Background: an optimization exercise with open tools, aiming at small area, a short achievable clock period and few clock cycles per item. Do not read the settings as production practice.
Only simulation tests tie the RTL to the original design; equivalence was not proved.
No activity file was given, so power comes from the tool's default toggle rates.

==> design/flow/design.v <==
module playfair_digraph_cipher_top (
  input  logic         clk,
  input  logic         rst_n,
  input  logic         cfg_we,
  input  logic [2:0]   cfg_index,
  input  logic [24:0]  cfg_data,
  input  logic         in_valid,
  output logic         in_ready,
  input  logic [4:0]   in_letter,
  input  logic         in_final,
  output logic         out_valid,
  input  logic         out_ready,
  output logic [4:0]   out_letter,
  output logic         out_letter_valid,
  output logic         out_eom,
  output logic         out_odd_error
);
  function automatic logic [4:0] fold_j(input logic [4:0] v);
    fold_j = (v == 5'd9) ? 5'd8 : v;
  endfunction
  function automatic logic [2:0] step_idx(input logic [2:0] i, input logic back);
    logic [2:0] res;
    if (back) begin
      res = (i == 3'd0) ? 3'd4 : i - 3'd1;
    end else begin
      res = (i == 3'd4) ? 3'd0 : i + 3'd1;
    end
    step_idx = res;
  endfunction
  logic         dec_r;
  logic [4:0]   fill_r;      
  logic [124:0] sq_r;        
  always_ff @(posedge clk) begin
    if (!rst_n || (cfg_we && cfg_index == 3'd0)) begin
      dec_r <= cfg_data[0] & rst_n;
    end
    for (int r = 0; r < 5; r++) begin
      if (!rst_n || (cfg_we && cfg_index == 3'(r + 1))) begin
        sq_r[r*25 +: 25] <= cfg_data & {25{rst_n}};
      end
    end
    if (!rst_n || (cfg_we && cfg_index == 3'd6)) begin
      fill_r <= rst_n ? fold_j(cfg_data[4:0]) : 5'd23;
    end
  end
  logic [1:0] fx_r;
  always_ff @(posedge clk) begin
    if (!rst_n) begin
      fx_r <= 2'd0;
    end else if (cfg_we) begin
      fx_r <= 2'd1;
    end else if (fx_r != 2'd0) begin
      fx_r <= fx_r + 2'd1;
    end
  end
  logic       a_v_r, s_v_r;
  logic [4:0] a_let_r, s_let_r;
  logic       a_fin_r, s_fin_r;
  logic       accept;
  logic       cons;          
  logic [4:0] in_fold;
  logic       in_ready_r;
  logic       s_v_nxt;
  assign in_ready = in_ready_r;
  assign accept   = in_valid && in_ready;
  assign in_fold  = fold_j(in_letter);
  logic [24:0] hit;
  logic [4:0]  rowhit;
  logic [2:0]  colidx [5];
  logic [2:0]  loc_r, loc_c;
  always_comb begin
    for (int i = 0; i < 25; i++) begin
      hit[i] = (sq_r[i*5 +: 5] == a_let_r);
    end
    for (int r = 0; r < 5; r++) begin
      rowhit[r] = |hit[r*5 +: 5];
      colidx[r] = 3'd0;
      for (int c = 4; c >= 0; c--) begin
        if (hit[r*5 + c]) colidx[r] = 3'(c);
      end
    end
    loc_r = 3'd0;
    for (int r = 4; r >= 0; r--) begin
      if (rowhit[r]) loc_r = 3'(r);
    end
    loc_c = colidx[0];
    for (int r = 4; r >= 0; r--) begin
      if (rowhit[r]) loc_c = colidx[r];
    end
  end
  logic       pend_v_r;
  logic [4:0] pend_let_r;
  logic [5:0] pend_pos_r;
  logic [5:0] fill_pos_r;
  logic       j_v_r;
  logic [5:0] j_p1_r, j_p2_r;
  logic       j_mark_r, j_last_r, j_twice_r;
  logic       j_done;
  logic       need_job;
  logic       same;
  logic [5:0] nj_p1, nj_p2;
  logic       nj_mark, nj_twice;
  logic       pend_v_nxt;
  assign same     = (pend_let_r == a_let_r);
  assign need_job = a_fin_r || pend_v_r;
  assign cons     = a_v_r && (!need_job || !j_v_r || j_done);
  assign s_v_nxt = (!a_v_r || cons) ? 1'b0 : (s_v_r || accept);
  always_comb begin
    nj_p1      = pend_pos_r;
    nj_p2      = {loc_r, loc_c};
    nj_mark    = 1'b0;
    nj_twice   = 1'b0;
    pend_v_nxt = 1'b0;
    if (!pend_v_r) begin
      nj_p1 = {loc_r, loc_c};
      nj_p2 = fill_pos_r;
      if (!a_fin_r) pend_v_nxt = 1'b1;
      nj_mark = dec_r;
    end else if (!dec_r && same) begin
      nj_p2      = fill_pos_r;
      nj_twice   = a_fin_r;
      pend_v_nxt = !a_fin_r;
    end
  end
  always_ff @(posedge clk) begin
    if (!rst_n) begin
      a_v_r    <= 1'b0;
      s_v_r    <= 1'b0;
      in_ready_r <= 1'b1;
      pend_v_r <= 1'b0;
      fill_pos_r <= 6'd0;
    end else begin
      if (!a_v_r || cons) begin
        a_v_r <= s_v_r || accept;
      end
      s_v_r      <= s_v_nxt;
      in_ready_r <= !s_v_nxt && !cfg_we && (fx_r == 2'd0 || fx_r == 2'd3);
      if (cons) begin
        pend_v_r <= pend_v_nxt;
      end
      if (fx_r == 2'd2) begin
        fill_pos_r <= {loc_r, loc_c};
      end
    end
  end
  always_ff @(posedge clk) begin
    if (fx_r == 2'd1) begin
      a_let_r <= fill_r;
    end else if (fx_r == 2'd2) begin
      a_let_r <= pend_let_r;
    end else if (!a_v_r || cons) begin
      a_let_r <= s_v_r ? s_let_r : in_fold;
      a_fin_r <= s_v_r ? s_fin_r : in_final;
    end
    if (a_v_r && !cons && accept) begin
      s_let_r <= in_fold;
      s_fin_r <= in_final;
    end
    if (cons && !pend_v_r) begin
      pend_let_r <= a_let_r;
    end
    if ((cons && !pend_v_r) || fx_r == 2'd3) begin
      pend_pos_r <= {loc_r, loc_c};
    end
  end
  logic       adv;           
  logic [1:0] s_r;           
  logic       r_v_r, r_x_r, r_mark_r, r_last_r;
  logic [2:0] r_row_r, r_col_r;
  logic       yp_v_r;        
  logic [4:0] yp_let_r;
  logic       yp_lv_r, yp_eom_r;
  logic       yk_r;          
  logic       o_v_r;
  logic [7:0] o_r;           
  assign adv    = !o_v_r || out_ready;
  assign j_done = j_v_r && adv && s_r[0] && (!j_twice_r || s_r[1]);
  logic       eqr, eqc, back;
  logic [2:0] r1, c1, r2, c2;
  logic [2:0] rd_r, rd_c;
  logic [24:0] row_sel;
  logic [4:0] rd_let;
  logic       keep;
  assign {r1, c1} = j_p1_r;
  assign {r2, c2} = j_p2_r;
  assign eqr      = (r1 == r2);
  assign eqc      = (c1 == c2);
  assign back     = dec_r;
  always_comb begin
    if (!s_r[0]) begin
      rd_r = (!eqr && eqc) ? step_idx(r2, back) : r2;
      rd_c = eqr ? step_idx(c2, back) : (eqc ? c2 : c1);
    end else begin
      rd_r = (!eqr && eqc) ? step_idx(r1, back) : r1;
      rd_c = eqr ? step_idx(c1, back) : (eqc ? c1 : c2);
    end
  end
  always_comb begin
    case (r_row_r)
      3'd0:    row_sel = sq_r[24:0];
      3'd1:    row_sel = sq_r[49:25];
      3'd2:    row_sel = sq_r[74:50];
      3'd3:    row_sel = sq_r[99:75];
      default: row_sel = sq_r[124:100];
    endcase
    case (r_col_r)
      3'd0:    rd_let = row_sel[4:0];
      3'd1:    rd_let = row_sel[9:5];
      3'd2:    rd_let = row_sel[14:10];
      3'd3:    rd_let = row_sel[19:15];
      default: rd_let = row_sel[24:20];
    endcase
  end
  assign keep = (rd_let != fill_r);
  always_ff @(posedge clk) begin
    if (!rst_n) begin
      j_v_r  <= 1'b0;
      s_r    <= 2'd0;
      r_v_r  <= 1'b0;
      yp_v_r <= 1'b0;
      o_v_r  <= 1'b0;
    end else begin
      if (cons && need_job) begin
        j_v_r <= 1'b1;
      end else if (j_done) begin
        j_v_r <= 1'b0;
      end
      if (adv) begin
        if (j_v_r) begin
          s_r <= j_done ? 2'd0 : s_r + 2'd1;
        end
        r_v_r <= j_v_r;
        if (!r_v_r || !r_x_r) begin
          o_v_r  <= yp_v_r;
          yp_v_r <= 1'b0;
        end else if (r_mark_r) begin
          o_v_r  <= 1'b1;
          yp_v_r <= 1'b0;
        end else begin
          o_v_r  <= !dec_r || keep;
          yp_v_r <= !dec_r || yk_r || (r_last_r && !keep);
        end
      end
    end
  end
  always_ff @(posedge clk) begin
    if (cons && need_job) begin
      j_p1_r    <= nj_p1;
      j_p2_r    <= nj_p2;
      j_mark_r  <= nj_mark;
      j_last_r  <= a_fin_r;
      j_twice_r <= nj_twice;
    end
    if (adv) begin
      r_x_r    <= s_r[0];
      r_row_r  <= rd_r;
      r_col_r  <= rd_c;
      r_mark_r <= j_mark_r;
      r_last_r <= j_last_r && (!j_twice_r || s_r[1]);
      if (!r_v_r || !r_x_r) begin
        o_r <= {yp_let_r, yp_lv_r, yp_eom_r, 1'b0};
        if (r_v_r) begin
          yp_let_r <= rd_let;
          yk_r     <= keep;
        end
      end else if (r_mark_r) begin
        o_r <= 8'b00000_0_1_1;
      end else begin
        o_r <= {rd_let, 1'b1, r_last_r && dec_r && !yk_r, 1'b0};
        if (!dec_r || yk_r) begin
          yp_lv_r  <= 1'b1;
          yp_eom_r <= r_last_r;
        end else begin
          yp_let_r <= 5'd0;
          yp_lv_r  <= 1'b0;
          yp_eom_r <= 1'b1;
        end
      end
    end
  end
  assign out_valid        = o_v_r;
  assign out_letter       = o_r[7:3];
  assign out_letter_valid = o_r[2];
  assign out_eom          = o_r[1];
  assign out_odd_error    = o_r[0];
endmodule
==> design/flow/run.sh <==
#!/bin/bash
# synth_recipe.tcl (not shown) runs the flow's synth.tcl, then flattens the netlist and writes it again
# the make line also repeats each setting of config.mk as NAME=value (left out here)
make -C /OpenROAD-flow-scripts/flow DESIGN_CONFIG=/design/flow/config.mk WORK_HOME=/design/flow/orfs CLKGATE_MAP_FILE= SYNTH_SCRIPT=/design/flow/synth_recipe.tcl finish
==> design/flow/config.mk <==
export PLATFORM = sky130hd
export DESIGN_NAME = playfair_digraph_cipher_top
export DESIGN_NICKNAME = playfair_digraph_cipher_top
export VERILOG_FILES = /design/flow/design.v
export SDC_FILE = /design/flow/constraint.sdc
export NUM_CORES = 4
export LEC_CHECK = 0
export ABC_AREA = 1
export CAP_MARGIN = 20
export CORE_MARGIN = 2
export CORE_UTILIZATION = 50
export CTS_BUF_LIST = sky130_fd_sc_hd__clkbuf_16
export CTS_CLUSTER_DIAMETER = 120
export CTS_CLUSTER_SIZE = 25
export PLACE_DENSITY = 0.7
export SETUP_SLACK_MARGIN = 4.3
export SLEW_MARGIN = 20
==> design/flow/constraint.sdc <==
create_clock -name core_clock -period 7.0 [get_ports {clk}]
set_input_delay 1.4000 -clock core_clock [delete_from_list [all_inputs] [get_ports {clk}]]
set_output_delay 1.4000 -clock core_clock [all_outputs]
set_load 0.01 [all_outputs]
==> flow_metrics.env, run 1 <==
export IMPL_hold_path_depth=0
export IMPL_nets=1346
export IMPL_tritoncts="built"
export IMPL_startpoint_type="input pin"
export IMPL_finalMaxSlewViolations=0
export IMPL_final_cell_mix="nand2_1 (281), edfxtp_1 (194), inv_1 (133), nor2_1 (120), o21ai_0 (59)"
export IMPL_grt_overflow=0
export IMPL_tightest_slew_ps=677
export IMPL_endpoint_kind="flip-flop"
export IMPL_place_ws_ps=3320
export IMPL_required_ps=7240
export IMPL_ys_ff_latch=212
export IMPL_grt_setup_unrepaired="yes"
export IMPL_drive_gt1_frac=0.0951
export IMPL_fp_dieH_um=155
export IMPL_final_common_cell="nand2_1"
export IMPL_path_clk_slew_ps=100
export IMPL_hpwlAfterDp_mm=21.1
export IMPL_yosysSeqAreaShare=0.540
export IMPL_register_area_mm2=0.00619
export IMPL_syn_to_final_growth_pct=12.7
export IMPL_worstSetupPathType="input pin to flip-flop"
export IMPL_synth_area_mm2=0.0115
export IMPL_period_needed_ps=2620
export IMPL_cts_hold_buf=0
export IMPL_n_antenna_cell=0
export IMPL_grt_pass1_vias=8485
export IMPL_fin_util=0.572
export IMPL_portBuffers=48
export IMPL_outcome="no timing/DRC/antenna violations"
export IMPL_die_area_mm2=0.0241
export IMPL_grt_max_degree=46
export IMPL_path_depth=13
export IMPL_critPathMaxFanout=6
export IMPL_cts_made_buffers=12
export IMPL_routed_via_count=8919
export IMPL_fill_cells=1951
export IMPL_synth_edf_count=194
export IMPL_synth_area_top_cells="edfxtp_1 (51%), nand2_1 (9.2%), inv_1 (4.4%), nor2_1 (4.2%), xnor2_1 (3.7%)"
export IMPL_ir_drop_uv=157
export IMPL_rr_worst_depth=17
export IMPL_ys_types=52
export IMPL_hold_path_class="flip-flop to flip-flop"
export IMPL_grt_antenna_before_repair=0
export IMPL_synth_top_flop_cell="edfxtp_1"
export IMPL_critical_path_most_common_cell="nor2_4"
export IMPL_cts_htree_levels=1
export IMPL_cellLeakagePower_nw=5.33
export IMPL_synth_nets=1290
export IMPL_fmax_ghz=0.382
export IMPL_synthCells=1231
export IMPL_postRouteAntennaNets=0
export IMPL_yosysTopAreaCell="edfxtp_1"
export IMPL_final_setup_tns_ps=0
export IMPL_setup_viol=0
export IMPL_max_stage_delay_ps=280
export IMPL_drc=0
export IMPL_dr_pass1_iters=6
export IMPL_wl_per_cell_um=19.2
export IMPL_cts_sinks=212
export IMPL_clock_latency_ps=490
export IMPL_critPathArrivalTime_ps=2850
export IMPL_syn_avg_cell_area_um2=9.30
export IMPL_powerDensity_mw_per_mm2=247
export IMPL_synth_top_area_share=0.509
export IMPL_clock_skew_ps=25.3
export IMPL_final_period_utilization=0.374
export IMPL_routed_wl_mm=30.3
export IMPL_crit_family="simple AND/OR/NAND/NOR gates"
export IMPL_cp_buffers_inverters=4
export IMPL_slew_headroom=0.549
export IMPL_core_area_mm2=0.0226
export IMPL_ios=49
export IMPL_async_reset_ff_frac=0
export IMPL_path_cells="clkdlybuf4s15_2, nor2_4, nor2_2, inv_2, nor2_4, inv_2, a21oi_2, nor2_2, o21ai_2, nand2_2, buf_6, nor2_4, or2_4"
export IMPL_start_util=0.507
export IMPL_root_buffer="clkbuf_16"
export IMPL_max_cap_violations=0
export IMPL_viasPerCell=5.65
export IMPL_fin_ws_ps=4380
export IMPL_grt_pass1_wl_mm=47.1
export IMPL_drt_iter0_drc=949
export IMPL_hold_viol_final=0
export IMPL_ys_warn_count=2
export IMPL_crit_slowest_cell="or2_4"
export IMPL_row_count=55
export IMPL_clk_path_buf_depth=3
export IMPL_track_usage=0.253
export IMPL_dieWidth_um=155
export IMPL_place_gp_congestion=0.951
export IMPL_multi_input_area_mm2=0.00454
## metal layers
metal / track usage / share of wire / vias to the layer above
li1: - / - / 4222
met2: 0.418 / 0.47 / 443
met5: 0 / 0 / -
met3: 0.0284 / 0.085 / 71
met4: 0.0878 / 0.032 / 0
met1: 0.349 / 0.42 / 4183
## cells by family (layout without fill, tap and decap cells)
family	Yosys count	in the layout	synth area share
AND/OR/NAND/NOR	538	539	0.201
buffers and inverters	191	252	0.0760
adder cells (fa/ha/maj)	20	20	0.0219
XOR/XNOR	94	94	0.0719
flip-flops	212	212	0.540
AO/OA/AOI/OAI	176	176	0.0892
## layout make-up
type / count / share of cell area
clock inverters: 7 / 0.00301
clock buffers: 13 / 0.0252
multi-input cells: 829 / 0.352
repair buffers: 89 / 0.0678
flip-flops and latches: 212 / 0.479
well taps: 285 / 0.0276
inverters: 143 / 0.0448
## sequential cells by signal (all words and copies together) (netlist names), 2 cells and up
register    count
s_let_r         5
sq_r          125
yp_let_r        5
s_r             2
pend_pos_r      6
fill_r          5
fill_pos_r      6
pend_let_r      5
o_r             8
r_col_r         3
fx_r            2
j_p1_r          6
r_row_r         3
a_let_r         5
j_p2_r          6
## path summary, 6_finish.rpt
kind	from	end	slack (ps)
worst min register to register	j_mark_r	r_mark_r	470
worst max register to register	a_let_r[3]	j_p1_r[0]	4400
worst min-delay path	j_mark_r	r_mark_r	470
worst max-delay path	out_ready	pend_pos_r[2]	4380
## stage by stage
stage                     std cells  cell area [um^2]  hold slack [ps]  power (mW)
after global placement         1528             12100              429        2.36
after global routing           1578             12900              483        3.32
after floorplan                1231             11500              400        2.16
after detailed placement       1528             12100              433        2.37
final                          1578             12900              472        3.18
after CTS                      1567             12700              476        3.14
## power by group
part / internal (mW) / total (mW) / switching, mW
Clock: 0.342 / 0.750 / 0.408
Sequential: 1.51 / 1.60 / 0.0871
Combinational: 0.293 / 0.830 / 0.536
## cell usage after synthesis (5+ instances only)
library cell / count
buf_6: 15
xnor2_1: 48
dfxtp_1: 18
nand4_1: 25
o211ai_1: 7
inv_1: 133
edfxtp_1: 194
nor3_1: 14
o22ai_1: 5
ha_1: 20
nand2_1: 282
inv_2: 7
clkbuf_1: 18
o21ai_0: 66
or2_2: 10
a21oi_1: 52
xor2_1: 46
a211oi_1: 8
buf_2: 6
buf_4: 9
o21ai_1: 9
nor2_1: 129
nand3_1: 55
o221ai_1: 6
## timing repair
| item | CTS | global route |
|---|---|---|
| setup endpoints to repair | 103 | 86 |
| buffers inserted | 17 | 11 |
| pin swaps | 10 | 7 |
| cloned | 2 | 0 |
| resized for setup | 32 | 35 |
Testbench counts, summed over its fixed seeds: cycles 13,875, letters 12,800.
==> run 2, diff against run 1 <==
--- a/design/flow/config.mk
+++ b/design/flow/config.mk
@@ -14,4 +14,4 @@
 export CTS_CLUSTER_SIZE = 25
 export PLACE_DENSITY = 0.7
-export SETUP_SLACK_MARGIN = 4.3
+export SETUP_SLACK_MARGIN = 4.4
 export SLEW_MARGIN = 20
==> run 2 against run 1 <==
  * Clock power hardly changed
  * Still clean
  * Utilization is 3.5 points higher
  * Cell count is 2.8% higher
  * Power is 4.8% higher
  * Critical path depth is 9 lower
  * Die area stayed put
  * Clock skew is 3.7 ps lower
  * Hold slack worse by 36 ps
  * First-iteration DRC count is 18% higher
  * Count of clock-buffer cells in the layout stayed put
==> flow_metrics.env, run 2 <==
export IMPL_ios=49
export IMPL_core_area_mm2=0.0226
export IMPL_synth_area_top_cells="edfxtp_1 (51%), nand2_1 (9.2%), inv_1 (4.4%), nor2_1 (4.2%), xnor2_1 (3.7%)"
export IMPL_rr_worst_depth=14
export IMPL_grt_antenna_before_repair=0
export IMPL_path_depth=4
export IMPL_routed_via_count=9316
export IMPL_grt_overflow=0
export IMPL_startpoint_type="input pin"
export IMPL_worstHoldStart="j_mark_r"
export IMPL_final_cell_mix="nand2_1 (265), edfxtp_1 (194), inv_1 (132), nor2_1 (114), o21ai_0 (59)"
export IMPL_clock_latency_ps=480
export IMPL_endpoint_kind="flip-flop"
export IMPL_yosysSeqAreaShare=0.540
export IMPL_drive_gt1_frac=0.156
export IMPL_max_stage_delay_ps=480
export IMPL_r2r_slack_ps=4440
export IMPL_synthCells=1231
export IMPL_synth_top_flop_cell="edfxtp_1"
export IMPL_clk_path_buf_depth=3
export IMPL_fin_hold_ws_ps=436
export IMPL_period_needed_ps=2600
export IMPL_synth_compound_area_share=0.0892
export IMPL_syn_avg_cell_area_um2=9.30
export IMPL_synth_top_family_by_area="simple AND/OR/NAND/NOR gates"
export IMPL_synthMuxAreaShare=0
export IMPL_ys_types=52
export IMPL_largest_reg_flops=125
export IMPL_worstSetupPathType="input pin to flip-flop"
export IMPL_ir_drop_uv=229
export IMPL_max_cap_violations=0
export IMPL_row_count=55
export IMPL_cts_htree_levels=1
export IMPL_routed_wl_mm=33.1
export IMPL_critPathArrivalTime_ps=2730
export IMPL_ys_ff_latch=212
export IMPL_synthSimpleGateAreaFrac=0.201
export IMPL_grt_pass1_wl_mm=49.2
export IMPL_wl_per_cell_um=20.4
export IMPL_slew_headroom=0.579
export IMPL_syn_to_final_growth_pct=19.6
export IMPL_clock_skew_ps=21.6
export IMPL_hold_path_class="flip-flop to flip-flop"
export IMPL_fill_cells=1850
export IMPL_hold_viol_final=0
export IMPL_hpwlAfterDp_mm=21.2
export IMPL_ys_warn_count=2
export IMPL_grt_max_degree=50
export IMPL_yosysMostFrequentCell="nand2_1"
export IMPL_r2r_start="a_let_r[0]"
export IMPL_hold_path_depth=0
export IMPL_synth_top_area_share=0.509
export IMPL_required_ps=7140
export IMPL_drc=0
export IMPL_die_area_mm2=0.0241
export IMPL_yosysTopAreaCell="edfxtp_1"
export IMPL_crit_family="buffers and inverters"
export IMPL_portBuffers=48
export IMPL_outcome="no timing/DRC/antenna violations"
export IMPL_register_area_mm2=0.00619
export IMPL_synth_fa_ha_area_frac=0.0219
export IMPL_dpl_cell_area_mm2=0.0122
export IMPL_dieWidth_um=155
export IMPL_fp_dieH_um=155
export IMPL_n_antenna_cell=0
export IMPL_path_clk_slew_ps=100
export IMPL_cellLeakagePower_nw=5.68
export IMPL_tritoncts="built"
export IMPL_final_period_utilization=0.371
export IMPL_start_util=0.507
export IMPL_synth_edf_count=194
export IMPL_critPathMaxFanout=3
export IMPL_holdPathEnd="r_mark_r"
export IMPL_root_buffer="clkbuf_16"
export IMPL_finalMaxSlewViolations=0
export IMPL_r2r_end="j_p1_r[4]"
export IMPL_async_reset_ff_frac=0
export IMPL_setup_viol=0
export IMPL_postLayoutCellArea_mm2=0.0137
export IMPL_synth_nets=1290
export IMPL_drt_iter0_drc=1119
export IMPL_grt_pass1_vias=8764
export IMPL_synth_area_mm2=0.0115
export IMPL_cts_made_buffers=12
export IMPL_nets=1390
export IMPL_cp_buffers_inverters=2
export IMPL_final_setup_tns_ps=0
export IMPL_tightest_slew_ps=632
export IMPL_cts_sinks=212
export IMPL_fmax_ghz=0.385
export IMPL_place_gp_congestion=0.937
export IMPL_multi_input_area_mm2=0.00485
export IMPL_grt_setup_unrepaired="yes"
export IMPL_synth_xor_area_share=0.0719
export IMPL_viasPerCell=5.74
export IMPL_path_cells="clkdlybuf4s50_1, inv_1, nand2_1, o21ai_0"
export IMPL_synth_common_cells="nand2_1 (282), edfxtp_1 (194), inv_1 (133)"
export IMPL_track_usage=0.265
export IMPL_dr_pass1_iters=6
export IMPL_powerDensity_mw_per_mm2=243
export IMPL_postRouteAntennaNets=0
export IMPL_largestRegisters="sq_r: 125 flops, o_r: 8 flops"
export IMPL_final_common_cell="nand2_1"
export IMPL_crit_slowest_cell="clkdlybuf4s50_1"
export IMPL_top_register="sq_r"
export IMPL_cts_hold_buf=0
==> run 2: cell types whose count changed in the layout (fill, tap and decap cells not counted), sizes merged <==
cell,change
buf,+39
inv,-4
o21ai,+4
clkinv,+3
clkdlybuf4s50,-2
clkinvlp,+2
dlygate4sd2,+2
clkbuf,+1
clkdlybuf4s15,-1
==> run 2: worst max path at each step <==
stage                 start        end  slack [ps]
2_1_floorplan     out_ready   j_last_r        4140
3_3_place_gp   cfg_index[2]   sq_r[62]        3270
3_5_place_dp   cfg_index[2]   sq_r[63]        3220
4_1_cts        cfg_index[1]  sq_r[114]        4050
5_1_grt          a_let_r[0]  j_p1_r[0]        4320
6_report       cfg_index[0]      dec_r        4400
==> run 2: report_power, final <==
part           internal [mW]  switching [mW]  total (mW)
registers               1.51          0.0872        1.60
logic                  0.369           0.614       0.983
clock network          0.342           0.407       0.749
total                   2.22            1.11        3.33
==> run 2: cell families after synthesis <==
| logic type | count (synthesis) |
|---|---|
| AND/OR/NAND/NOR | 538 |
| flip-flops | 212 |
| buffers and inverters | 191 |
| AO/OA/AOI/OAI | 176 |
| XOR/XNOR | 94 |
| adder cells (fa/ha/maj) | 20 |
==> run 2: cell type report <==
type / instances / share of cell area
Clock buffer: 13 / 0.0237
Tap cell: 285 / 0.0260
Inverter: 143 / 0.0451
Multi-Input combinational cell: 833 / 0.354
Sequential cell: 212 / 0.451
Timing Repair inverter: 1 / 0.000365
Timing Repair Buffer: 128 / 0.0967
Clock inverter: 7 / 0.00283
==> run 2: per-layer routing <==
metal	GRT usage	vias up	wire, um
met4	0.110	0	1480
met1	0.356	4374	13200
met5	0	-	0
li1	-	4328	-
met3	0.0468	120	3290
met2	0.426	494	15100
==> run 2: repair_timing <==
item / 4_1_cts / 5_1_grt
pin swaps: 12 / 26
gates cloned: 6 / 4
resized for setup: 41 / 94
setup buffers: 34 / 34
endpoints found under the setup margin: 224 / 98
==> run 2: stage by stage <==
step                       util  std cells  total power, mW  setup WS, ps
after floorplan               -       1231             2.17          4140
final                     0.607       1622             3.33          4400
after global routing      0.607       1622             3.47          4320
after CTS                 0.577       1584             3.18          4050
after global placement    0.538       1524             2.37          3270
after detailed placement  0.538       1524             2.39          3220
==> run 2: worst reg2reg max path: stages, from the launching register on <==
cell and delay (ps):
edfxtp_1 430, buf_12 170, buf_12 160, xor2_2 190, nor3b_2 70, nand4_1 120
inv_1 70, nor2_2 200, nand2_1 120, nor2_1 110, inv_1 90, nor2_2 150
inv_1 70, or2_4 260, o21ai_1 180
==> run 3, diff against run 2 <==
--- a/design/flow/config.mk
+++ b/design/flow/config.mk
@@ -9,9 +9,9 @@
 export CAP_MARGIN = 20
 export CORE_MARGIN = 2
-export CORE_UTILIZATION = 50
+export CORE_UTILIZATION = 40
 export CTS_BUF_LIST = sky130_fd_sc_hd__clkbuf_16
 export CTS_CLUSTER_DIAMETER = 120
 export CTS_CLUSTER_SIZE = 25
-export PLACE_DENSITY = 0.7
-export SETUP_SLACK_MARGIN = 4.4
+export PLACE_DENSITY = 0.6
+export SETUP_SLACK_MARGIN = 4.3
 export SLEW_MARGIN = 20
==> run 3 against run 2 <==
  * Combinational power decreased by 15%
  * Die area grew 24%
  * Count of clock-buffer cells in the layout unchanged
  * Power decreased by 4.2%
  * Flip-flop and latch count is the same
  * Hold slack improved by 18 ps
  * Setup slack worse by 96 ps
  * Cell count up 2.6%
==> flow_metrics.env, run 3 <==
export IMPL_outcome="no timing/DRC/antenna violations"
export IMPL_fin_hold_ws_ps=454
export IMPL_largestRegisters="sq_r: 125 flops, o_r: 8 flops"
export IMPL_drt_iter0_drc=851
export IMPL_final_cell_mix="nand2_1 (281), edfxtp_1 (194), inv_1 (137), nor2_1 (120), o21ai_0 (59)"
export IMPL_cts_made_buffers=12
export IMPL_synth_area_mm2=0.0115
export IMPL_nets=1339
export IMPL_max_stage_delay_ps=520
export IMPL_critPathMaxFanout=9
export IMPL_ys_ff_latch=212
export IMPL_critical_path_most_common_cell="nand2_1"
export IMPL_cts_hold_buf=0
export IMPL_track_usage=0.206
export IMPL_r2r_end="o_v_r"
export IMPL_required_ps=7330
export IMPL_syn_to_final_growth_pct=13.6
export IMPL_row_count=61
export IMPL_fin_util=0.464
export IMPL_cts_htree_levels=1
export IMPL_dieWidth_um=173
export IMPL_postRouteAntennaNets=0
export IMPL_critPathArrivalTime_ps=3020
export IMPL_tightest_slew_ps=685
export IMPL_cp_buffers_inverters=3
export IMPL_largest_reg_flops=125
export IMPL_n_antenna_cell=0
export IMPL_fmax_ghz=0.372
export IMPL_grt_max_degree=46
export IMPL_ios=49
export IMPL_synth_top_flop_cell="edfxtp_1"
export IMPL_finalPower_mw=3.19
export IMPL_synth_edf_count=194
export IMPL_hold_path_class="flip-flop to flip-flop"
export IMPL_dr_pass1_iters=6
export IMPL_startpoint="r_row_r[1]"
export IMPL_path_clk_slew_ps=100
export IMPL_grt_pass1_wl_mm=47.8
export IMPL_async_reset_ff_frac=0
export IMPL_routed_wl_mm=31.0
export IMPL_wl_per_cell_um=18.6
export IMPL_endpoint_kind="flip-flop"
export IMPL_drive_gt1_frac=0.0879
export IMPL_clock_latency_ps=490
export IMPL_synth_common_cells="nand2_1 (282), edfxtp_1 (194), inv_1 (133)"
export IMPL_yosysMostFrequentCell="nand2_1"
export IMPL_synth_top_area_share=0.509
export IMPL_crit_slowest_cell="edfxtp_1"
export IMPL_grt_antenna_before_repair=0
export IMPL_clk_path_buf_depth=3
export IMPL_slew_headroom=0.543
export IMPL_startpoint_type="flip-flop"
export IMPL_r2r_start="r_row_r[1]"
export IMPL_place_gp_congestion=0.918
export IMPL_tritoncts="built"
export IMPL_holdPathEnd="r_mark_r"
export IMPL_hold_viol_final=0
export IMPL_grt_setup_unrepaired="yes"
export IMPL_worstSetupPathType="flip-flop to flip-flop"
export IMPL_ir_drop_uv=128
export IMPL_ys_types=52
export IMPL_path_cells="buf_4, nand2_4, nor2_4, buf_12, buf_4, nand2_1, nand4_1, nand2_1, nand2_1, o21bai_2, nand2_1, nand2_1, nand2_1, nor2_2, nand2_1, o21bai_1, a21oi_1"
export IMPL_final_period_utilization=0.385
export IMPL_hold_path_depth=0
export IMPL_final_setup_tns_ps=0
export IMPL_core_area_mm2=0.0280
export IMPL_yosysSeqAreaShare=0.540
export IMPL_period_needed_ps=2690
export IMPL_crit_family="simple AND/OR/NAND/NOR gates"
export IMPL_max_cap_violations=0
export IMPL_hpwlAfterDp_mm=21.7
export IMPL_syn_avg_cell_area_um2=9.30
export IMPL_rr_worst_depth=17
export IMPL_synth_area_top_cells="edfxtp_1 (51%), nand2_1 (9.2%), inv_1 (4.4%), nor2_1 (4.2%), xnor2_1 (3.7%)"
export IMPL_portBuffers=48
export IMPL_start_util=0.409
export IMPL_synthCells=1231
export IMPL_yosysTopAreaCell="edfxtp_1"
export IMPL_clock_skew_ps=21.3
export IMPL_fp_dieH_um=173
export IMPL_final_common_cell="nand2_1"
export IMPL_die_area_mm2=0.0300
export IMPL_setup_viol=0
export IMPL_grt_overflow=0
export IMPL_cellLeakagePower_nw=5.31
export IMPL_grt_pass1_vias=8210
export IMPL_powerDensity_mw_per_mm2=245
export IMPL_drc=0
export IMPL_finalMaxSlewViolations=0
export IMPL_routed_via_count=8647
export IMPL_cts_sinks=212
export IMPL_ys_warn_count=2
export IMPL_worstHoldStart="j_mark_r"
export IMPL_top_register="sq_r"
export IMPL_root_buffer="clkbuf_16"
export IMPL_viasPerCell=5.20
export IMPL_r2r_slack_ps=4310
export IMPL_synth_nets=1290
run 3: cell counts after synthesis:
Identical to the previous run, type by type.
run 3: layout make-up:
class	count	area [um^2]
fill	2643	15000
sequential	212	6190
multi-input combinational	829	4560
timing repair buffer	82	840
inverter	143	582
tap	378	473
clock buffer	13	325
clock inverter	7	38.8
run 3: kinds of logic after synthesis:
logic type | count (synthesis) | share of synthesized area
AND/OR/NAND/NOR | 538 | 0.201
buffers and inverters | 191 | 0.0760
XOR/XNOR | 94 | 0.0719
AO/OA/AOI/OAI | 176 | 0.0892
adder cells (fa/ha/maj) | 20 | 0.0219
flip-flops | 212 | 0.540
run 3: layer usage:
| metal | track usage | up-vias | part of all wire |
|---|---|---|---|
| met1 | 0.294 | 4119 | 0.46 |
| li1 | - | 4200 | - |
| met3 | 0.0147 | 43 | 0.057 |
| met4 | 0.0614 | 0 | 0.028 |
| met2 | 0.335 | 285 | 0.46 |
| met5 | 0 | - | 0 |
run 3: worst max path at each step:
| stage | to | slack (ps) | cells after the start |
|---|---|---|---|
| 2_1_floorplan | sq_r[100] | 3880 | 3 |
| 3_3_place_gp | sq_r[19] | 3320 | 4 |
| 3_5_place_dp | sq_r[19] | 3280 | 4 |
| 4_1_cts | pend_pos_r[2] | 4300 | 13 |
| 5_1_grt | o_v_r | 4250 | 18 |
| 6_report | o_v_r | 4310 | 17 |
run 3: repair_timing:
item                                    in CTS  in global routing
endpoints found under the setup margin     146                 83
gates cloned                                 2                  0
pin swaps                                   13                  6
endpoints found under the hold margin        0                  0
buffers inserted                            18                  3
gates resized for setup                     34                 40
run 3: stage by stage:
step           instances  setup WS (ps)  area (um^2)
2_1_floorplan       1231           3880        11500
3_3_place_gp        1621           3320        12200
3_5_place_dp        1621           3280        12200
4_1_cts             1661           4300        12900
5_1_grt             1664           4250        13000
6_report            1664           4310        13000
run 3: power by group:
part,internal (mW),switching (mW),total [mW]
registers,1.51,0.0861,1.60
clock network,0.343,0.413,0.755
logic,0.292,0.546,0.838
==> run 4, diff against run 3 <==
--- a/design/flow/config.mk
+++ b/design/flow/config.mk
@@ -9,9 +9,9 @@
 export CAP_MARGIN = 20
 export CORE_MARGIN = 2
-export CORE_UTILIZATION = 40
+export CORE_UTILIZATION = 55
 export CTS_BUF_LIST = sky130_fd_sc_hd__clkbuf_16
-export CTS_CLUSTER_DIAMETER = 120
-export CTS_CLUSTER_SIZE = 25
-export PLACE_DENSITY = 0.6
+export CTS_CLUSTER_DIAMETER = 150
+export CTS_CLUSTER_SIZE = 30
+export PLACE_DENSITY = 0.75
 export SETUP_SLACK_MARGIN = 4.3
 export SLEW_MARGIN = 20
==> run 4 against run 3 <==
  * Hold slack lost 20 ps
  * Final area fell by 1.0%
  * Critical path depth is 4 lower
  * Utilization is 17 points higher
  * Power is 2.1% lower
  * Sequential share of layout area up 0.50 points
  * Global-route usage up 6.6 points
  * Maximum frequency grew 1.6%
  * Cell count shrank 6.3%
  * Die area decreased by 27%
  * Critical endpoint is now pend_pos_r[1]
  * Largest power group unchanged
==> flow_metrics.env, run 4 <==
export IMPL_cp_buffers_inverters=4
export IMPL_critPathMaxFanout=6
export IMPL_grt_setup_unrepaired="yes"
export IMPL_startpoint_type="input pin"
export IMPL_clock_skew_ps=37.9
export IMPL_largest_reg_flops=125
export IMPL_grt_overflow=0
export IMPL_final_period_utilization=0.378
export IMPL_cts_sinks=212
export IMPL_postRouteAntennaNets=0
export IMPL_fp_dieH_um=148
export IMPL_path_clk_slew_ps=110
export IMPL_synthCells=1231
export IMPL_hold_path_class="flip-flop to flip-flop"
export IMPL_period_needed_ps=2650
export IMPL_clk_path_buf_depth=3
export IMPL_syn_to_final_growth_pct=12.4
export IMPL_fmax_ghz=0.378
export IMPL_synth_common_cells="nand2_1 (282), edfxtp_1 (194), inv_1 (133)"
export IMPL_powerDensity_mw_per_mm2=243
export IMPL_hold_viol_final=0
export IMPL_routed_via_count=8906
export IMPL_synth_area_top_cells="edfxtp_1 (51%), nand2_1 (9.2%), inv_1 (4.4%), nor2_1 (4.2%), xnor2_1 (3.7%)"
export IMPL_tritoncts="built"
export IMPL_synth_top_family_by_area="simple AND/OR/NAND/NOR gates"
export IMPL_drc=0
export IMPL_syn_avg_cell_area_um2=9.30
export IMPL_synthMuxAreaShare=0
export IMPL_max_stage_delay_ps=280
export IMPL_cts_htree_levels=1
export IMPL_endpoint_kind="flip-flop"
export IMPL_finalMaxSlewViolations=0
export IMPL_grt_pass1_wl_mm=46.1
export IMPL_ios=49
export IMPL_grtUsageMet2=0.428
export IMPL_final_cell_mix="nand2_1 (280), edfxtp_1 (194), inv_1 (133), nor2_1 (121), o21ai_0 (58)"
export IMPL_tightest_slew_ps=659
export IMPL_synth_xor_area_share=0.0719
export IMPL_wl_per_cell_um=19.2
export IMPL_grt_pass1_vias=8567
export IMPL_ys_ff_latch=212
export IMPL_ys_warn_count=2
export IMPL_critPathArrivalTime_ps=2890
export IMPL_final_common_cell="nand2_1"
export IMPL_synth_compound_area_share=0.0892
export IMPL_synthSimpleGateAreaFrac=0.201
export IMPL_synth_top_area_share=0.509
export IMPL_routed_wl_mm=29.9
export IMPL_yosysMostFrequentCell="nand2_1"
export IMPL_grt_max_degree=46
export IMPL_crit_family="simple AND/OR/NAND/NOR gates"
export IMPL_fin_ws_ps=4350
export IMPL_nets=1344
export IMPL_final_setup_tns_ps=0
export IMPL_ir_drop_uv=253
export IMPL_fin_util=0.632
export IMPL_grtUsageMet3=0.0469
export IMPL_hpwlAfterDp_mm=20.6
export IMPL_top_register="sq_r"
export IMPL_ys_types=52
export IMPL_worstSetupPathType="input pin to flip-flop"
export IMPL_path_cells="clkdlybuf4s15_1, nor2_4, nor2_2, inv_2, nor2_4, inv_2, a21oi_4, nor2_4, o21ai_2, nand2_2, buf_6, nor2_4, or2_4"
export IMPL_outcome="no timing/DRC/antenna violations"
export IMPL_dieWidth_um=148
export IMPL_start_util=0.562
export IMPL_synth_fa_ha_area_frac=0.0219
export IMPL_place_gp_congestion=0.972
export IMPL_cts_made_buffers=11
export IMPL_critical_path_most_common_cell="nor2_4"
export IMPL_cellLeakagePower_nw=5.31
export IMPL_synth_edf_count=194
export IMPL_drive_gt1_frac=0.0908
export IMPL_setup_viol=0
export IMPL_dr_pass1_iters=5
export IMPL_yosysTopAreaCell="edfxtp_1"
export IMPL_required_ps=7240
export IMPL_dpl_cell_area_mm2=0.0121
export IMPL_clock_latency_ps=470
export IMPL_root_buffer="clkbuf_16"
export IMPL_cts_hold_buf=0
export IMPL_busiest_layer="met2"
export IMPL_largestRegisters="sq_r: 125 flops, o_r: 8 flops"
export IMPL_use_met1=0.379
export IMPL_drt_iter0_drc=1067
export IMPL_place_ws_ps=3340
export IMPL_synth_area_mm2=0.0115
export IMPL_track_usage=0.271
export IMPL_max_cap_violations=0
export IMPL_n_antenna_cell=0
export IMPL_postLayoutCellArea_mm2=0.0129
export IMPL_die_area_mm2=0.0220
export IMPL_core_area_mm2=0.0204
export IMPL_row_count=52
export IMPL_yosysSeqAreaShare=0.540
export IMPL_viasPerCell=5.71
export IMPL_async_reset_ff_frac=0
export IMPL_portBuffers=48
export IMPL_synth_nets=1290
export IMPL_slew_headroom=0.561
export IMPL_synth_top_flop_cell="edfxtp_1"
export IMPL_grt_antenna_before_repair=0
export IMPL_crit_slowest_cell="or2_4"
==> run 4: through the flow <==
step,instances,hold WS (ps),power [mW]
3_3_place_gp,1513,427,2.36
4_1_cts,1552,443,3.07
5_1_grt,1559,447,3.26
6_report,1559,434,3.13
2_1_floorplan,1231,400,2.16
3_5_place_dp,1513,422,2.38
==> run 4: path summary, 6_finish.rpt <==
check        slack [ps]  cells past startpoint        from            end
max reg2reg        4380                     14  a_let_r[3]      j_p2_r[1]
max                4350                     13   out_ready  pend_pos_r[1]
min reg2reg         430                      0    j_mark_r       r_mark_r
min                 430                      0    j_mark_r       r_mark_r
==> run 4: final cells by class <==
| class | count | area, um^2 |
|---|---|---|
| fillers | 1591 | 7490 |
| flip-flops and latches | 212 | 6190 |
| multi-input cells | 829 | 4570 |
| repair buffers | 88 | 865 |
| inverters | 143 | 589 |
| well taps | 270 | 338 |
| clock buffers | 11 | 275 |
| clock inverters | 6 | 48.8 |
==> run 4: layer usage <==
layer,up-vias,share of wire
met2,476,0.46
met4,0,0.033
met1,4156,0.42
met3,66,0.091
li1,4208,-
met5,-,0
==> run 4: logic make-up (layout without fill, tap and decap cells) <==
kind of cell,Yosys count,count (layout)
buffers and inverters,191,248
adders and majority gates,20,20
xor gates and xnor gates,94,94
and+or+nand+nor,538,539
AOI/OAI and AO/OA,176,176
DFF,212,212
==> run 4: report_power, final <==
group          leakage (nW)  switching (mW)  internal (mW)
combinational          3.10           0.544          0.291
sequential             2.04          0.0860           1.51
clock                 0.174           0.394          0.298
total                  5.31            1.02           2.10
==> run 4: what timing repair did <==
item                       CTS  global route
gates cloned                 2             0
buffers inserted            20             7
setup endpoints to repair  155            86
gates resized for setup     26            53
pin swaps                   13             7
==> run 5, diff against run 4 <==
--- a/design/flow/config.mk
+++ b/design/flow/config.mk
@@ -9,9 +9,9 @@
 export CAP_MARGIN = 20
 export CORE_MARGIN = 2
-export CORE_UTILIZATION = 55
+export CORE_UTILIZATION = 50
 export CTS_BUF_LIST = sky130_fd_sc_hd__clkbuf_16
 export CTS_CLUSTER_DIAMETER = 150
 export CTS_CLUSTER_SIZE = 30
-export PLACE_DENSITY = 0.75
+export PLACE_DENSITY = 0.7
 export SETUP_SLACK_MARGIN = 4.3
 export SLEW_MARGIN = 20
==> run 5 against run 4 <==
  * Still clean on timing, DRC and antenna
  * Register-to-register slack better by 60 ps
  * Setup slack better by 53 ps
  * Maximum frequency is 2.1% higher
  * Synthesized cell count stayed put
  * Flip-flop and latch count stayed put
  * Final area is 0.23% lower
  * Critical path depth is 9 lower
  * Critical path type unchanged
==> flow_metrics.env, run 5 <==
export IMPL_top_register="sq_r"
export IMPL_async_reset_ff_frac=0
export IMPL_top_layer="met4"
export IMPL_startpoint="cfg_we"
export IMPL_synth_compound_area_share=0.0892
export IMPL_fp_dieH_um=155
export IMPL_cts_made_buffers=11
export IMPL_startpoint_type="input pin"
export IMPL_required_ps=7110
export IMPL_ios=49
export IMPL_synth_area_mm2=0.0115
export IMPL_rr_worst_depth=17
export IMPL_core_area_mm2=0.0226
export IMPL_n_antenna_cell=0
export IMPL_clock_latency_ps=480
export IMPL_ys_types=52
export IMPL_final_common_cell="nand2_1"
export IMPL_clk_path_buf_depth=3
export IMPL_critPathMaxFanout=25
export IMPL_largestRegisters="sq_r: 125 flops, o_r: 8 flops"
export IMPL_path_cells="clkdlybuf4s50_1, nand2_1, o31ai_4, buf_6"
export IMPL_yosysMostFrequentCell="nand2_1"
export IMPL_synth_nets=1290
export IMPL_track_usage=0.250
export IMPL_slew_headroom=0.563
export IMPL_grt_pass1_vias=8382
export IMPL_holdPathEnd="r_mark_r"
export IMPL_yosysTopAreaCell="edfxtp_1"
export IMPL_dieWidth_um=155
export IMPL_syn_to_final_growth_pct=12.1
export IMPL_postRouteAntennaNets=0
export IMPL_setup_viol=0
export IMPL_synth_edf_count=194
export IMPL_synth_xor_area_share=0.0719
export IMPL_fin_hold_ws_ps=469
export IMPL_ys_warn_count=2
export IMPL_grt_antenna_before_repair=0
export IMPL_portBuffers=48
export IMPL_viasPerCell=5.61
export IMPL_outcome="no timing/DRC/antenna violations"
export IMPL_synthCells=1231
export IMPL_max_cap_violations=0
export IMPL_tritoncts="built"
export IMPL_wl_per_cell_um=19.1
export IMPL_finalMaxSlewViolations=0
export IMPL_drive_gt1_frac=0.0915
export IMPL_drt_iter0_drc=1033
export IMPL_dr_pass1_iters=5
export IMPL_path_clk_slew_ps=120
export IMPL_routed_wl_mm=30.0
export IMPL_period_needed_ps=2600
export IMPL_syn_avg_cell_area_um2=9.30
export IMPL_grt_pass1_wl_mm=46.7
export IMPL_synthMuxAreaShare=0
export IMPL_fmax_ghz=0.385
export IMPL_r2r_end="o_v_r"
export IMPL_largest_reg_flops=125
export IMPL_grt_setup_unrepaired="yes"
export IMPL_max_stage_delay_ps=540
export IMPL_routed_via_count=8830
export IMPL_final_cell_mix="nand2_1 (281), edfxtp_1 (194), inv_1 (133), nor2_1 (121), o21ai_0 (59)"
export IMPL_grt_overflow=0
export IMPL_hold_viol_final=0
export IMPL_clock_skew_ps=45.2
export IMPL_tightest_slew_ps=655
export IMPL_ys_ff_latch=212
export IMPL_place_ws_ps=3320
export IMPL_fin_util=0.569
export IMPL_cellLeakagePower_nw=5.30
export IMPL_hold_path_depth=0
export IMPL_hold_path_class="flip-flop to flip-flop"
export IMPL_nets=1344
export IMPL_critPathArrivalTime_ps=2710
export IMPL_finalPower_mw=3.12
export IMPL_powerDensity_mw_per_mm2=243
export IMPL_fin_ws_ps=4400
export IMPL_synth_top_area_share=0.509
export IMPL_crit_slowest_cell="clkdlybuf4s50_1"
export IMPL_die_area_mm2=0.0241
export IMPL_start_util=0.507
export IMPL_cts_hold_buf=0
export IMPL_wl_met1_mm=12.7
export IMPL_wl_met2_mm=13.8
export IMPL_r2r_start="r_row_r[2]"
export IMPL_cts_sinks=212
export IMPL_r2r_slack_ps=4440
export IMPL_synth_common_cells="nand2_1 (282), edfxtp_1 (194), inv_1 (133)"
export IMPL_final_setup_tns_ps=0
export IMPL_root_buffer="clkbuf_16"
export IMPL_row_count=55
export IMPL_worstHoldStart="j_mark_r"
export IMPL_final_period_utilization=0.371
export IMPL_cts_htree_levels=1
export IMPL_synthSimpleGateAreaFrac=0.201
export IMPL_hpwlAfterDp_mm=21.1
export IMPL_wl_met3_mm=2.47
export IMPL_synth_top_flop_cell="edfxtp_1"
export IMPL_synth_area_top_cells="edfxtp_1 (51%), nand2_1 (9.2%), inv_1 (4.4%), nor2_1 (4.2%), xnor2_1 (3.7%)"
export IMPL_yosysSeqAreaShare=0.540
export IMPL_grt_max_degree=46
export IMPL_synth_top_family_by_area="simple AND/OR/NAND/NOR gates"
export IMPL_worstSetupPathType="input pin to flip-flop"
export IMPL_synth_fa_ha_area_frac=0.0219
export IMPL_place_gp_congestion=0.951
export IMPL_ir_drop_uv=234
export IMPL_drc=0
export IMPL_endpoint_kind="flip-flop"
[run 5: cell counts after synthesis]
Identical to the previous run, type by type.
[run 5: what timing repair did]
item                                    CTS  global route
endpoints found under the setup margin   97            91
setup buffers                            17            10
gates resized for setup                  28            36
cloned                                    2             0
pin swaps                                11             8
[run 5: metal layers]
layer	vias up	track usage
li1	4207	-
met1	4150	0.348
met4	0	0.0957
met3	63	0.0292
met5	-	0
met2	410	0.405
[run 5: cell families (layout without fill, tap and decap cells)]
logic type	after synthesis	in the layout
simple gates	538	539
compound gates	176	176
xor+xnor	94	94
fa+ha+maj	20	20
buf+inv	191	248
flops	212	212
[run 5: report_power, final]
group	leakage, nW	internal, mW	total [mW]	switching, mW
Combinational	3.08	0.291	0.822	0.531
Clock	0.174	0.298	0.698	0.400
Sequential	2.04	1.51	1.60	0.0864
Total	5.30	2.10	3.12	1.02
[run 5: final cells by class]
class | count | area (um^2)
Fill cell | 1980 | 9730
Sequential cell | 212 | 6190
Multi-Input combinational cell | 829 | 4530
Timing Repair Buffer | 88 | 861
Inverter | 143 | 578
Tap cell | 285 | 357
Clock buffer | 11 | 275
Clock inverter | 6 | 48.8
[run 5: worst max-delay path: cells and delay by family]
kind | cells | cell delay (ps)
AOI/OAI and AO/OA | 1 | 230
and+or+nand+nor | 1 | 190
buffers and inverters | 2 | 870
[run 5: worst max-delay path by stage]
stage                    end  slack, ps  cells past startpoint
2_1_floorplan      sq_r[100]       3880                      3
3_3_place_gp       j_p2_r[4]       3380                     11
3_5_place_dp       j_p2_r[5]       3320                     11
4_1_cts        pend_pos_r[5]       4310                     13
5_1_grt            j_p1_r[0]       4250                     17
6_report            sq_r[57]       4400                      4
[run 5: metrics by stage]
step	instances	instance area, um^2
CTS	1564	12700
floorplan	1231	11500
global placement	1528	12100
detailed placement	1528	12100
finish	1574	12800
global route	1574	12800
==> run 6, diff against run 5 <==
--- a/design/flow/config.mk
+++ b/design/flow/config.mk
@@ -14,4 +14,4 @@
 export CTS_CLUSTER_SIZE = 30
 export PLACE_DENSITY = 0.7
-export SETUP_SLACK_MARGIN = 4.3
+export SETUP_SLACK_MARGIN = 4.2
 export SLEW_MARGIN = 20
==> run 6 against run 5 <==
  * Critical path depth shrank 3
  * Count of clock-buffer cells in the layout is the same
  * Hold slack lost 1.4 ps
  * Maximum frequency shrank 6.7%
  * Non-clock buffer count shrank 1
  * Global-route usage shrank 0.22 points
  * Cell count is essentially flat
  * Sequential power is essentially flat
  * Largest power group unchanged
  * Clock skew grew 3.3 ps
  * Highest routed layer unchanged
  * Utilization shrank 0.20 points
  * Still clean on timing, DRC and antenna
  * Wire length grew 0.76%
==> flow_metrics.env, run 6 <==
export IMPL_portBuffers=48
export IMPL_ir_drop_uv=203
export IMPL_place_ws_ps=3300
export IMPL_postRouteAntennaNets=0
export IMPL_clock_latency_ps=480
export IMPL_fin_ws_ps=4220
export IMPL_async_reset_ff_frac=0
export IMPL_ys_types=52
export IMPL_syn_to_final_growth_pct=11.7
export IMPL_endpoint_kind="primary output"
export IMPL_crit_family="buffers and inverters"
export IMPL_crit_slowest_cell="clkdlybuf4s50_1"
export IMPL_powerDensity_mw_per_mm2=244
export IMPL_path_cells="clkdlybuf4s50_1"
export IMPL_fill_cells=1950
export IMPL_cts_sinks=212
export IMPL_grt_max_degree=46
export IMPL_syn_avg_cell_area_um2=9.30
export IMPL_start_util=0.507
export IMPL_viasPerCell=5.64
export IMPL_path_clk_slew_ps=110
export IMPL_hold_path_class="flip-flop to flip-flop"
export IMPL_grt_overflow=0
export IMPL_register_area_mm2=0.00619
export IMPL_grt_antenna_before_repair=0
export IMPL_wl_per_cell_um=19.2
export IMPL_hold_viol_final=0
export IMPL_critPathMaxFanout=2
export IMPL_synth_top_area_share=0.509
export IMPL_track_usage=0.248
export IMPL_tritoncts="built"
export IMPL_drt_iter0_drc=984
export IMPL_largest_reg_flops=125
export IMPL_final_cell_mix="nand2_1 (281), edfxtp_1 (194), inv_1 (135), nor2_1 (121), o21ai_0 (61)"
export IMPL_clock_skew_ps=48.4
export IMPL_ys_warn_count=2
export IMPL_synth_area_top_cells="edfxtp_1 (51%), nand2_1 (9.2%), inv_1 (4.4%), nor2_1 (4.2%), xnor2_1 (3.7%)"
export IMPL_synth_top_flop_cell="edfxtp_1"
export IMPL_place_gp_congestion=0.951
export IMPL_grt_pass1_wl_mm=46.3
export IMPL_drive_gt1_frac=0.0862
export IMPL_fp_dieH_um=155
export IMPL_tightest_slew_ps=784
export IMPL_finalMaxSlewViolations=0
export IMPL_row_count=55
export IMPL_top_register="sq_r"
export IMPL_worstSetupPathType="flip-flop to primary output"
export IMPL_yosysTopAreaCell="edfxtp_1"
export IMPL_dr_pass1_iters=6
export IMPL_synthCells=1231
export IMPL_root_buffer="clkbuf_16"
export IMPL_core_area_mm2=0.0226
export IMPL_synth_area_mm2=0.0115
export IMPL_nets=1344
export IMPL_max_stage_delay_ps=540
export IMPL_drc=0
export IMPL_yosysMostFrequentCell="nand2_1"
export IMPL_grt_setup_unrepaired="no"
export IMPL_multi_input_area_mm2=0.00452
export IMPL_required_ps=5600
export IMPL_die_area_mm2=0.0241
export IMPL_hpwlAfterDp_mm=20.7
export IMPL_slew_headroom=0.472
export IMPL_grt_pass1_vias=8301
export IMPL_period_needed_ps=2780
export IMPL_cts_htree_levels=1
export IMPL_yosysSeqAreaShare=0.540
export IMPL_synth_edf_count=194
export IMPL_dieWidth_um=155
export IMPL_routed_wl_mm=30.3
export IMPL_ios=49
export IMPL_setup_viol=0
export IMPL_routed_via_count=8865
export IMPL_outcome="no timing/DRC/antenna violations"
export IMPL_final_setup_tns_ps=0
export IMPL_clk_path_buf_depth=3
export IMPL_final_common_cell="nand2_1"
export IMPL_final_period_utilization=0.397
export IMPL_fmax_ghz=0.359
export IMPL_critPathArrivalTime_ps=1380
export IMPL_cp_buffers_inverters=1
export IMPL_synth_nets=1290
export IMPL_max_cap_violations=0
export IMPL_startpoint_type="flip-flop"
export IMPL_synth_common_cells="nand2_1 (282), edfxtp_1 (194), inv_1 (133)"
export IMPL_cellLeakagePower_nw=5.27
export IMPL_ys_ff_latch=212
export IMPL_largestRegisters="sq_r: 125 flops, o_r: 8 flops"
export IMPL_n_antenna_cell=0
export IMPL_cts_made_buffers=11
run 6: cell types whose count changed in the layout (fill, tap and decap cells not counted), moves of 2 or more:
| cell | previous run | this run |
|---|---|---|
| buf_4 | 27 | 32 |
| inv_2 | 4 | 2 |
| buf_6 | 7 | 0 |
| nor2_2 | 5 | 7 |
| clkinv_1 | 0 | 2 |
| clkdlybuf4s50_1 | 36 | 45 |
| dlygate4sd2_1 | 10 | 0 |
| o21ai_0 | 59 | 61 |
| inv_1 | 133 | 135 |
| o21ai_1 | 11 | 9 |
| buf_8 | 0 | 3 |
run 6: cell families after synthesis:
logic type | Yosys count | synth area share
buffers and inverters | 191 | 0.0760
adders and majority gates | 20 | 0.0219
xor gates and xnor gates | 94 | 0.0719
DFF | 212 | 0.540
and+or+nand+nor | 538 | 0.201
AOI/OAI and AO/OA | 176 | 0.0892
run 6: final timing paths:
check	from	to	slack, ps	cells after the start
setup / recovery	o_v_r	out_valid	4220	1
hold reg to reg	j_mark_r	r_mark_r	470	0
setup reg to reg	a_let_r[4]	j_p1_r[0]	4340	15
hold / removal	j_mark_r	r_mark_r	470	0
run 6: through the flow:
step / instance area [um^2] / cells / hold WS, ps / utilization / power [mW]
final: 12800 / 1573 / 467 / 0.567 / 3.12
after global routing: 12800 / 1573 / 483 / 0.567 / 3.26
after CTS: 12600 / 1559 / 474 / 0.559 / 3.08
after detailed placement: 12100 / 1529 / 446 / 0.537 / 2.38
after global placement: 12100 / 1529 / 429 / 0.537 / 2.36
after floorplan: 11500 / 1231 / 400 / - / 2.16
run 6: what timing repair did:
item	4_1_cts	5_1_grt
cloned	2	1
pin swaps	4	5
hold buffers	0	0
buffers inserted	12	13
gates resized for setup	11	24
setup endpoints to repair	63	46
run 6: area by class of cell:
cell class,count,share of cell area
tap,285,0.0279
timing repair buffer,87,0.0665
clock inverter,5,0.00352
multi-input combinational,830,0.353
inverter,143,0.0441
clock buffer,11,0.0215
sequential,212,0.483
run 6: power by group:
part | internal (mW) | switching, mW
Sequential | 1.51 | 0.0882
Combinational | 0.290 | 0.531
Clock | 0.297 | 0.405
run 6: per-layer routing:
layer | routed length (um) | vias to the layer above | track usage
li1 | - | 4207 | -
met1 | 12800 | 4167 | 0.350
met2 | 13700 | 422 | 0.395
met3 | 2500 | 69 | 0.0256
met4 | 1250 | 0 | 0.101
met5 | 0 | - | 0
==> run 7, diff against run 6 <==
--- a/design/flow/config.mk
+++ b/design/flow/config.mk
@@ -11,7 +11,8 @@
 export CORE_UTILIZATION = 50
 export CTS_BUF_LIST = sky130_fd_sc_hd__clkbuf_16
-export CTS_CLUSTER_DIAMETER = 150
-export CTS_CLUSTER_SIZE = 30
+export CTS_CLUSTER_DIAMETER = 140
+export CTS_CLUSTER_SIZE = 28
+export GPL_TIMING_DRIVEN = 0
 export PLACE_DENSITY = 0.7
-export SETUP_SLACK_MARGIN = 4.2
+export SETUP_SLACK_MARGIN = 4.3
 export SLEW_MARGIN = 20
==> run 7 against run 6 <==
  * Clock power fell by 0.7%
  * Clock skew shrank 27 ps
  * Register-to-register slack improved by 60 ps
  * Hold slack lost 15 ps
  * Global-route usage rose by 2.4 points
  * Combinational power rose by 15%
  * Sequential share of layout area down 2.2 points
  * Power up 3.9%
  * Non-clock buffer count rose by 45
  * Wire length up 9.7%
  * Flip-flop and latch count stayed put
  * Critical path type is now input pin to flip-flop
  * Largest power group unchanged
==> flow_metrics.env, run 7 <==
export IMPL_outcome="no timing/DRC/antenna violations"
export IMPL_grt_pass1_vias=8597
export IMPL_routed_wl_mm=33.2
export IMPL_postLayoutCellArea_mm2=0.0134
export IMPL_hold_viol_final=0
export IMPL_top_register="sq_r"
export IMPL_synth_area_top_cells="edfxtp_1 (51%), nand2_1 (9.2%), inv_1 (4.4%), nor2_1 (4.2%), xnor2_1 (3.7%)"
export IMPL_yosysTopAreaCell="edfxtp_1"
export IMPL_hpwlAfterDp_mm=24.3
export IMPL_n_antenna_cell=0
export IMPL_drc=0
export IMPL_nets=1387
export IMPL_die_area_mm2=0.0241
export IMPL_drt_iter0_drc=932
export IMPL_ys_ff_latch=212
export IMPL_place_gp_congestion=0.976
export IMPL_clk_path_buf_depth=3
export IMPL_yosysSeqAreaShare=0.540
export IMPL_max_cap_violations=0
export IMPL_critPathMaxFanout=12
export IMPL_syn_to_final_growth_pct=17.0
export IMPL_synth_top_flop_cell="edfxtp_1"
export IMPL_final_period_utilization=0.379
export IMPL_syn_avg_cell_area_um2=9.30
export IMPL_powerDensity_mw_per_mm2=242
export IMPL_drive_gt1_frac=0.123
export IMPL_ios=49
export IMPL_cts_made_buffers=11
export IMPL_synth_nets=1290
export IMPL_cellLeakagePower_nw=5.55
export IMPL_slew_headroom=0.488
export IMPL_root_buffer="clkbuf_16"
export IMPL_track_usage=0.272
export IMPL_grt_overflow=0
export IMPL_largestRegisters="sq_r: 125 flops, o_r: 8 flops"
export IMPL_worstSetupPathType="input pin to flip-flop"
export IMPL_path_clk_slew_ps=110
export IMPL_final_cell_mix="nand2_1 (273), edfxtp_1 (194), inv_1 (133), nor2_1 (117), o21ai_0 (59)"
export IMPL_startpoint_type="input pin"
export IMPL_synth_common_cells="nand2_1 (282), edfxtp_1 (194), inv_1 (133)"
export IMPL_synth_top_area_share=0.509
export IMPL_synthCells=1231
export IMPL_dr_pass1_iters=6
export IMPL_cts_htree_levels=1
export IMPL_postRouteAntennaNets=0
export IMPL_fin_ws_ps=4350
export IMPL_dieWidth_um=155
export IMPL_fmax_ghz=0.377
export IMPL_yosysMostFrequentCell="nand2_1"
export IMPL_ir_drop_uv=202
export IMPL_final_setup_tns_ps=0
export IMPL_clock_latency_ps=490
export IMPL_row_count=55
export IMPL_place_ws_ps=3250
export IMPL_wl_per_cell_um=20.6
export IMPL_routed_via_count=9158
export IMPL_endpoint_kind="flip-flop"
export IMPL_final_common_cell="nand2_1"
export IMPL_finalMaxSlewViolations=0
export IMPL_cts_sinks=212
export IMPL_required_ps=7180
export IMPL_portBuffers=47
export IMPL_setup_viol=0
export IMPL_grt_antenna_before_repair=0
export IMPL_fin_util=0.594
export IMPL_grt_max_degree=30
export IMPL_synth_edf_count=194
export IMPL_grt_pass1_wl_mm=49.5
export IMPL_ys_types=52
export IMPL_tritoncts="built"
export IMPL_fp_dieH_um=155
export IMPL_ys_warn_count=2
export IMPL_tightest_slew_ps=768
export IMPL_viasPerCell=5.67
export IMPL_critPathArrivalTime_ps=2840
export IMPL_period_needed_ps=2650
export IMPL_synth_area_mm2=0.0115
export IMPL_clock_skew_ps=21.1
export IMPL_hold_path_class="flip-flop to flip-flop"
export IMPL_async_reset_ff_frac=0
export IMPL_largest_reg_flops=125
export IMPL_dpl_cell_area_mm2=0.0125
export IMPL_start_util=0.507
export IMPL_core_area_mm2=0.0226
export IMPL_grt_setup_unrepaired="yes"
run 7: cell types whose count changed in the layout (fill, tap and decap cells not counted), sizes merged:
cell / before / now
clkbuf: 12 / 33
clkinvlp: 2 / 1
nor2: 135 / 133
buf: 39 / 63
dlymetal6s2s: 1 / 0
dlygate4sd2: 0 / 10
clkdlybuf4s50: 45 / 36
run 7: path summary, 6_finish.rpt:
path	start	endpoint	slack [ps]	cells after the start
hold reg to reg	j_mark_r	r_mark_r	450	0
hold / removal	j_mark_r	r_mark_r	450	0
setup reg to reg	a_let_r[4]	j_p1_r[0]	4400	14
setup / recovery	cfg_we	sq_r[66]	4350	4
run 7: cell families after synthesis:
family / Yosys count / synth area share
AND/OR/NAND/NOR: 538 / 0.201
flip-flops: 212 / 0.540
buffers and inverters: 191 / 0.0760
AO/OA/AOI/OAI: 176 / 0.0892
XOR/XNOR: 94 / 0.0719
adder cells (fa/ha/maj): 20 / 0.0219
run 7: where the power goes:
part | switching (mW) | total [mW] | internal, mW
clock network | 0.405 | 0.697 | 0.292
registers | 0.0903 | 1.60 | 1.51
logic | 0.598 | 0.947 | 0.349
total | 1.09 | 3.25 | 2.15
run 7: area by class of cell:
class,instances,area (um^2)
Buffer,48,369
Clock inverter,4,27.5
Fill cell,1928,9170
Sequential cell,212,6190
Clock buffer,11,275
Tap cell,285,357
Timing Repair Buffer,84,922
Multi-Input combinational cell,828,4720
Inverter,143,544
run 7: critical path, cell delays in order:
cell and delay [ps]:
clkdlybuf4s50_1 590, nand2_2 170, o31ai_4 430, buf_6 240
run 7: timing repair:
| action | 4_1_cts | 5_1_grt |
|---|---|---|
| pin swaps | 11 | 13 |
| hold buffers | 0 | 0 |
| resized for setup | 23 | 51 |
| setup endpoints to repair | 136 | 86 |
| gates cloned | 1 | 0 |
| buffers inserted | 15 | 15 |
run 7: per-stage QoR:
stage	hold WS, ps	power, mW	cells
floorplan	400	2.16	1231
global placement	410	2.43	1563
detailed placement	426	2.46	1569
CTS	452	3.15	1600
global route	462	3.37	1615
finish	452	3.25	1615
run 7: metal layers:
metal	track usage	vias up	routed length [um]	part of all wire
met4	0.101	0	1190	0.036
met5	0	-	0	0
met3	0.0393	85	3010	0.091
met1	0.378	4338	13700	0.41
li1	-	4302	-	-
met2	0.437	433	15300	0.46

==> afterwards: timing with drivers on the ports <==
Ports are ideal in the flow. The routed layouts listed here were re-timed in OpenROAD.
Step 1: set_driving_cell puts a clkbuf_16 on clk and a buf_2 on each other input, an assumption about the parent block.
Step 2 moves the port delays by t, midway between the first and last clock arrival at a register: inputs arrive t later, outputs are due t later. That takes back most of the time a late clock gives input paths.
Slacks: ideal ports / drivers / drivers and shift; pairs: ideal ports / drivers.
| run | t (ns) | setup slack, ns | clock arrival spread, ns | worst data-port slew with drivers (ns) |
|---|---|---|---|---|
| run 1 | 0.525 | 4.382 / 4.400 / 3.880 | 0.030 / 0.030 | 0.04 |
| run 2 | 0.522 | 4.404 / 4.402 / 3.908 | 0.021 / 0.021 | 0.04 |
| run 3 | 0.524 | 4.308 / 4.308 / 3.839 | 0.031 / 0.032 | 0.04 |
| run 4 | 0.499 | 4.351 / 4.368 / 3.869 | 0.046 / 0.046 | 0.05 |
| run 5 | 0.505 | 4.404 / 4.408 / 3.923 | 0.050 / 0.050 | 0.04 |
| run 6 | 0.502 | 4.218 / 4.175 / 3.847 | 0.052 / 0.051 | 0.03 |
| run 7 | 0.532 | 4.345 / 4.373 / 3.842 | 0.023 / 0.023 | 0.04 |
After both steps setup and hold are still met in every run listed. For run 7, which loses most, drivers alone change the setup slack by +0.028 ns; drivers and shift together by -0.503 ns.
